This is an optimization exercise on Yosys and OpenROAD, whose aim is small area, a short achievable clock period and few clock cycles, not a production implementation.
Where RTL was checked, it was by simulation tests only, not by an equivalence proof against the original.
The flow treats the clock pin as an ideal source. Dropping or thinning the clock tree relies on that and would not hold on a real chip.
Power is estimated from default activity; no workload was simulated.

Setup of wip/sierra:
Design cave_cellular_automaton_step, start of the top module:
module cave_cellular_automaton_step #(
	parameter int MAX_COLS = cca_pkg::CCA_MAX_COLS,
	parameter int MAX_ROWS = cca_pkg::CCA_MAX_ROWS
) (
	input  logic                      clk,
	input  logic                      arst_n,
	input  logic                      start,
	output logic                      busy,
	input  logic [14:0]                     req,
	output logic                      done,
	output logic [1:0]                      rsp,
	input  logic                      cfg_valid,
	output logic                      cfg_ready,
	input  logic [cca_pkg::CCA_CFG_IDX_W-1:0]  cfg_index,
	input  logic [cca_pkg::CCA_CFG_DATA_W-1:0] cfg_data
);
Size: roughly 3600 cells after synthesis, about 1300 flip-flops, ~34 I/O pins, ~53000 sq um of cells after synthesis.
export LEC_CHECK = 0
export CAP_MARGIN = 20
export CORE_MARGIN = 2
export CORE_UTILIZATION = 45
export CTS_CLUSTER_DIAMETER = 100
export CTS_CLUSTER_SIZE = 24
export PLACE_DENSITY = 0.6
export SETUP_SLACK_MARGIN = 4.3
export SLEW_MARGIN = 20
create_clock -name core_clock -period 7.0 [get_ports {clk}]
run.sh (not shown) runs the stock make flow with config.mk's settings and CLKGATE_MAP_FILE= SYNTH_SCRIPT=/design/flow/synth_recipe.tcl, a recipe that flattens the netlist after the stock synthesis.
wip/sierra: flow completed, timing, DRC and antenna clean
Testbench counts of wip/sierra, summed over its fixed seeds: cycles 12,496.
Setup changes, wip/sierra to wip/tundra
Settings: CTS_CLUSTER_SIZE removed (was 24); CTS_CLUSTER_DIAMETER removed (was 100).
==> summary.txt <==
wip/tundra closes out successfully: all stages finished, all timing, DRC and antenna checks passed.
Final critical delay including setup and external delays is lower on wip/sierra
Comparing global-route wire length before repair for wip/sierra and wip/tundra, the bigger number came from wip/tundra.
The critical path endpoint comes out r2_q[17] in one run and busy in the other, namely in wip/sierra and wip/tundra respectively.
Final design utilization ended up 2.5 points higher on wip/tundra than on wip/sierra.
### wip/tundra -> wip/juniper
Settings: PLACE_DENSITY now 0.7, was 0.6; CTS_CLUSTER_DIAMETER now 100, previously not set; CTS_CLUSTER_SIZE now 24, previously not set; CORE_UTILIZATION now 60, was 45.
On routing usage on met2: between wip/juniper and wip/tundra, it ends up lower for wip/tundra. Diff wip/tundra -> wip/juniper: portion of total power attributed to combinational logic now larger, number of instances in the placed design now smaller. Launching element of the worst setup path: ksx_q[3] -> wip/juniper, busy_q -> wip/tundra. Between wip/juniper and wip/tundra, the area overhead of the layout relative to synthesis is lower for wip/juniper. Compare wip/juniper and wip/tundra | portion of total power attributed to sequential cells higher: wip/juniper. Between wip/juniper and wip/tundra, global-route wire length before repair is lower for wip/juniper, wip/tundra comes in above that. Going from wip/tundra to wip/juniper, cell area dropped about 5%; design internal power dropped 12%.
[inputs] wip/delta vs wip/juniper
Settings: a change of PLACE_DENSITY from 0.7 to 0.6; a change of SETUP_SLACK_MARGIN from 4.3 to 4.6; a change of CORE_UTILIZATION from 60 to 45.
Results
The final layout from wip/delta, which completed every stage, passed the timing, design-rule and antenna checks at the end of the flow. Re count of clock-buffer cells in the layout: wip/delta is about 1% up on wip/juniper. Relative to wip/juniper, floorplan core area increased by about 32% in wip/delta. Taking wip/juniper as the reference, in wip/delta critical path depth grew by 9; count of inserted tapcells shows an increase of 359; post-detailed-routing wire length higher. Note that the worst ir drop on vdd recorded for wip/juniper amounts to 1.14 times the value seen in wip/delta. In wip/delta relative to wip/juniper, multi-input combinational cell count had gone up slightly.

========
Setup of main:
cave_cellular_automaton_step, a different RTL version from the one above (not shown whole).
For scale: ~3500 cells after synthesis, ~1200 flip-flops, roughly 34 I/O pins.
==> flow/design.v (excerpt) <==
module cave_cellular_automaton_step #(
	parameter int MAX_COLS = cca_pkg::CCA_MAX_COLS,
	parameter int MAX_ROWS = cca_pkg::CCA_MAX_ROWS
) (
	input  logic                      clk,
	input  logic                      arst_n,
	input  logic                      start,
	output logic                      busy,
	input  logic [14:0]                     req,
	output logic                      done,
	output logic [1:0]                      rsp,
	input  logic                      cfg_valid,
	output logic                      cfg_ready,
	input  logic [cca_pkg::CCA_CFG_IDX_W-1:0]  cfg_index,
	input  logic [cca_pkg::CCA_CFG_DATA_W-1:0] cfg_data
);
Settings: LEC_CHECK=0, CAP_MARGIN=20, CORE_MARGIN=2, CORE_UTILIZATION=45, PLACE_DENSITY=0.6, SLEW_MARGIN=20; clock period 7.0 ns.
main: no failed stages, no open violations at the end
Changes in the feature branch relative to main:
- putting SETUP_SLACK_MARGIN at 4.2 where nothing was set
Notes after the runs:
- Diff main -> the feature branch: wire length climbed 6.3%, global-route wire length before repair climbed 4.7%, TritonCTS buffer count dropped about 0.75%, post-synthesis share of cell area spent on and, or, nand and nor gates barely changed, final standard cell utilization of the core climbed 2.9 points.
- Both conditions hold for the feature branch: the flow ran to the end and the final layout passed the timing, design-rule and antenna checks.
- Share of the clock period used by the worst path delta for the feature branch relative to main: 9.7 points lower
Function was not checked in any run of this note: the RTL went through the layout flow alone.

========
Another version of the RTL of cave_cellular_automaton_step (not shown whole).
For scale: roughly 3500 cells after synthesis, about 1200 flip-flops, ~34 I/O pins, ~51000 um2 of cells after synthesis.
// cave_cellular_automaton_step
module cave_cellular_automaton_step #(
	parameter int MAX_COLS = cca_pkg::CCA_MAX_COLS,
	parameter int MAX_ROWS = cca_pkg::CCA_MAX_ROWS
) (
	input  logic                      clk,
	input  logic                      arst_n,
	input  logic                      start,
	output logic                      busy,
	input  logic [14:0]                     req,
	output logic                      done,
	output logic [1:0]                      rsp,
	input  logic                      cfg_valid,
	output logic                      cfg_ready,
	input  logic [cca_pkg::CCA_CFG_IDX_W-1:0]  cfg_index,
	input  logic [cca_pkg::CCA_CFG_DATA_W-1:0] cfg_data
);
	localparam int NG  = MAX_COLS / 2;    
	localparam int GW  = 2 * MAX_ROWS;    
	localparam int GAW = $clog2(NG);
	localparam int BW  = $clog2(GW);
	logic [1:0] req_cmd;
	logic [6:0] req_col;
	logic [4:0] req_row;
	logic       req_wall;
	assign req_cmd  = req[14:13];
	assign req_col  = req[12:6];
	assign req_row  = req[5:1];
	assign req_wall = req[0];
	localparam logic [6:0] UC_RST = 7'(MAX_COLS);
	localparam logic [4:0] KS_RST = 5'd12;   
	localparam logic [4:0] KB_RST = 5'd13;   
	logic [6:0]          ucx_q;       
	logic [MAX_ROWS-1:0] row_bad_q;   
	logic [4:0]          ksx_q;       
	logic [4:0]          kbx_q;       
	logic [6:0]          used_cols;
	logic [MAX_ROWS-1:0] row_ok;
	logic [4:0]          ks, kb;
	logic [MAX_ROWS-1:0] row_bad_d;
	logic [5:0]          used_grps;
	always_comb begin
		for (int r = 0; r < MAX_ROWS; r++) begin
  ...
Settings: LEC_CHECK=0, CAP_MARGIN=20, CORE_MARGIN=2, CORE_UTILIZATION=45, PLACE_DENSITY=0.6, SETUP_SLACK_MARGIN=4.3, SLEW_MARGIN=20; clock period 7.0 ns.
Then changed:
CTS_BUF_LIST = sky130_fd_sc_hd__clkbuf_4 sky130_fd_sc_hd__clkbuf_8   (was default)
After rerunning:
- The changed run produced a clean layout
- die area is unchanged
- worst hold slack improved by 0.0058 ns
- combinational power stays flat
- critical path depth is unchanged
No run of this note included a check of the RTL's function; only the layout flow was run.

========
Setup of harbor:
Another version of the RTL of cave_cellular_automaton_step (not shown whole).
For scale: about 3700 cells after synthesis.
export LEC_CHECK = 0
export CAP_MARGIN = 20
export CORE_MARGIN = 2
export CORE_UTILIZATION = 45
export CTS_CLUSTER_DIAMETER = 100
export CTS_CLUSTER_SIZE = 24
export PLACE_DENSITY = 0.6
export SETUP_SLACK_MARGIN = 4.5
export SLEW_MARGIN = 20
create_clock -name core_clock -period 7.0 [get_ports {clk}]
standard.sh (not shown) runs the stock make flow with config.mk's settings and CLKGATE_MAP_FILE= SYNTH_SCRIPT=/design/flow/synth_recipe.tcl, a recipe that flattens the netlist after the stock synthesis.
==> flow/flow/run.sh <==
#!/bin/bash
# The standard layout (standard.sh) with its own clock tree: synthesis,
# floorplan and placement as standard; then flow/cts_custom.tcl builds the
# clock tree and repairs timing as ORFS's CTS step does; then the standard
# steps from global routing to the end. Port buffers are buf_2 cells.
set -euo pipefail
export BUFFER_PORTS_ARGS="-buffer_cell sky130_fd_sc_hd__buf_2"
bash standard.sh place > standard_place.log 2>&1
bash standard.sh run RUN_SCRIPT="$PWD/flow/cts_custom.tcl" RUN_LOG_NAME_STEM=4_1_cts > cts_custom.log 2>&1
bash standard.sh > standard_finish.log 2>&1
Other scripts of this flow, unchanged in this note and not shown: flow/flow/cts_custom.tcl
Testbench counts of harbor, summed over its fixed seeds: cycles 12,496.
Input-level comparison between willow and harbor:
Settings: SETUP_SLACK_MARGIN: 4.5 -> 4.6.
### Flow results
- On power of the combinational group, willow and harbor are basically level.
- Of willow and harbor, the lower total of fill cells in the finished design belongs to willow.
- | required arrival time at the worst endpoint | harbor vs willow | ≈ equal |
- Looking at hold slack across both flows, willow is the weaker of the two, with harbor ahead.
- willow -> harbor: aggregate routed wire length flat
- As far as starting density of the core goes, willow and harbor are indistinguishable; the numbers are identical.
- willow -> harbor: final hold violation count delta 0, exact match
In every run of this note, the design's own scripts or RTL, not TritonCTS, make the clock network.

========
cave_cellular_automaton_step, a different RTL version from the one above (not shown whole).
Size in the first run: roughly 3700 cells after synthesis, ~1400 flip-flops, about 34 I/O pins, about 54000 sq um of cells after synthesis.
Settings: LEC_CHECK=0, CAP_MARGIN=20, CORE_MARGIN=2, CORE_UTILIZATION=45, CTS_CLUSTER_DIAMETER=100, CTS_CLUSTER_SIZE=24, PLACE_DENSITY=0.7, SETUP_SLACK_MARGIN=4.5, SLEW_MARGIN=20; clock period 7.0 ns.
run.sh (not shown) runs the stock make flow with config.mk's settings and CLKGATE_MAP_FILE= SYNTH_SCRIPT=/design/flow/synth_recipe.tcl, a recipe that flattens the netlist after the stock synthesis.
Stock flow here: none of the scripts above is used.
The baseline passed the timing, design-rule and antenna checks.
Testbench counts at the start, summed over its fixed seeds: cycles 12,496.
Next try:
CAP_MARGIN = 5   (was 20)
PLACE_DENSITY = 0.6   (was 0.7)
SLEW_MARGIN = 5   (was 20)
After rerunning: The changed run finished with timing, DRC and antenna clean. Clock skew goes down by 0.0096 ns. Setup slack gains 0.013 ns. Worst hold slack loses 0.037 ns. Design area is about the same. Utilization hardly moves.
Next try:
CAP_MARGIN = 20   (was 5)
SETUP_SLACK_MARGIN = 4.4   (was 4.5)
SLEW_MARGIN = 20   (was 5)
Outcome:
- The changed run finished clean
- combinational power stays flat
- clock power is about the same
- wire length is about the same
- count of clock-buffer cells in the layout shrinks by 2
- total power is about the same
- die area does not change
- non-clock buffer count climbs by 3
- global-route usage barely changes
- first-iteration DRC count fell by 5.0%
- setup slack degrades by 0.035 ns
- synthesized area does not change

[what the ideal ports hide]
No port has a modelled driver above. Below, the same layouts with a new extraction and two added sets of constraints. Step 1 sets driving cells, clkbuf_16 on the clock port and buf_2 on the other inputs (assumed; they add their load-dependent delay and slew). Step 2, shift: input delay + t, output delay - t, t = (earliest + latest rising clock arrival at the registers) / 2. This alone moves slack from input paths to output paths. Three values: ideal, step 1, step 2; two values: the first two.
run | t (ns) | setup slack, ns | hold slack, ns | worst setup path after step 2
wip/sierra | 0.744 | 4.272 / 4.239 / 3.672 | 0.335 / 0.335 / 0.335 | input to register
wip/tundra | 0.841 | 4.254 / 4.176 / 3.658 | 0.326 / 0.326 / 0.326 | input to register
wip/juniper | 0.734 | 4.226 / 4.226 / 3.663 | 0.342 / 0.342 / 0.342 | input to register
wip/delta | 0.746 | 4.266 / 4.248 / 3.810 | 0.339 / 0.339 / 0.339 | input to register
main | 0.826 | 3.164 / 3.164 / 3.107 | 0.325 / 0.325 / 0.325 | input to register
the feature branch | 0.812 | 3.844 / 3.844 / 3.603 | 0.326 / 0.326 / 0.326 | input to register
the first run of note 3 | 0.810 | 3.569 / 3.569 / 3.569 | 0.318 / 0.318 / 0.318 | register to register
the second run of note 3 | 0.962 | 3.541 / 3.541 / 3.450 | 0.324 / 0.324 / 0.324 | input to register
harbor | 0.631 | 4.493 / 4.413 / 4.193 | 0.352 / 0.352 / 0.352 | input to register
willow | 0.634 | 4.540 / 4.429 / 4.236 | 0.325 / 0.325 / 0.325 | input to register
the first run of note 5 | 0.738 | 4.398 / 4.324 / 4.063 | 0.388 / 0.388 / 0.388 | input to register
the second run of note 5 | 0.748 | 4.410 / 4.334 / 4.065 | 0.351 / 0.351 / 0.351 | input to register
the third run of note 5 | 0.746 | 4.375 / 4.303 / 4.061 | 0.351 / 0.351 / 0.351 | input to register
After both steps every run listed still meets setup and hold. For wip/sierra, which loses most, drivers alone change the setup slack by -0.033 ns; drivers and shift together by -0.600 ns.
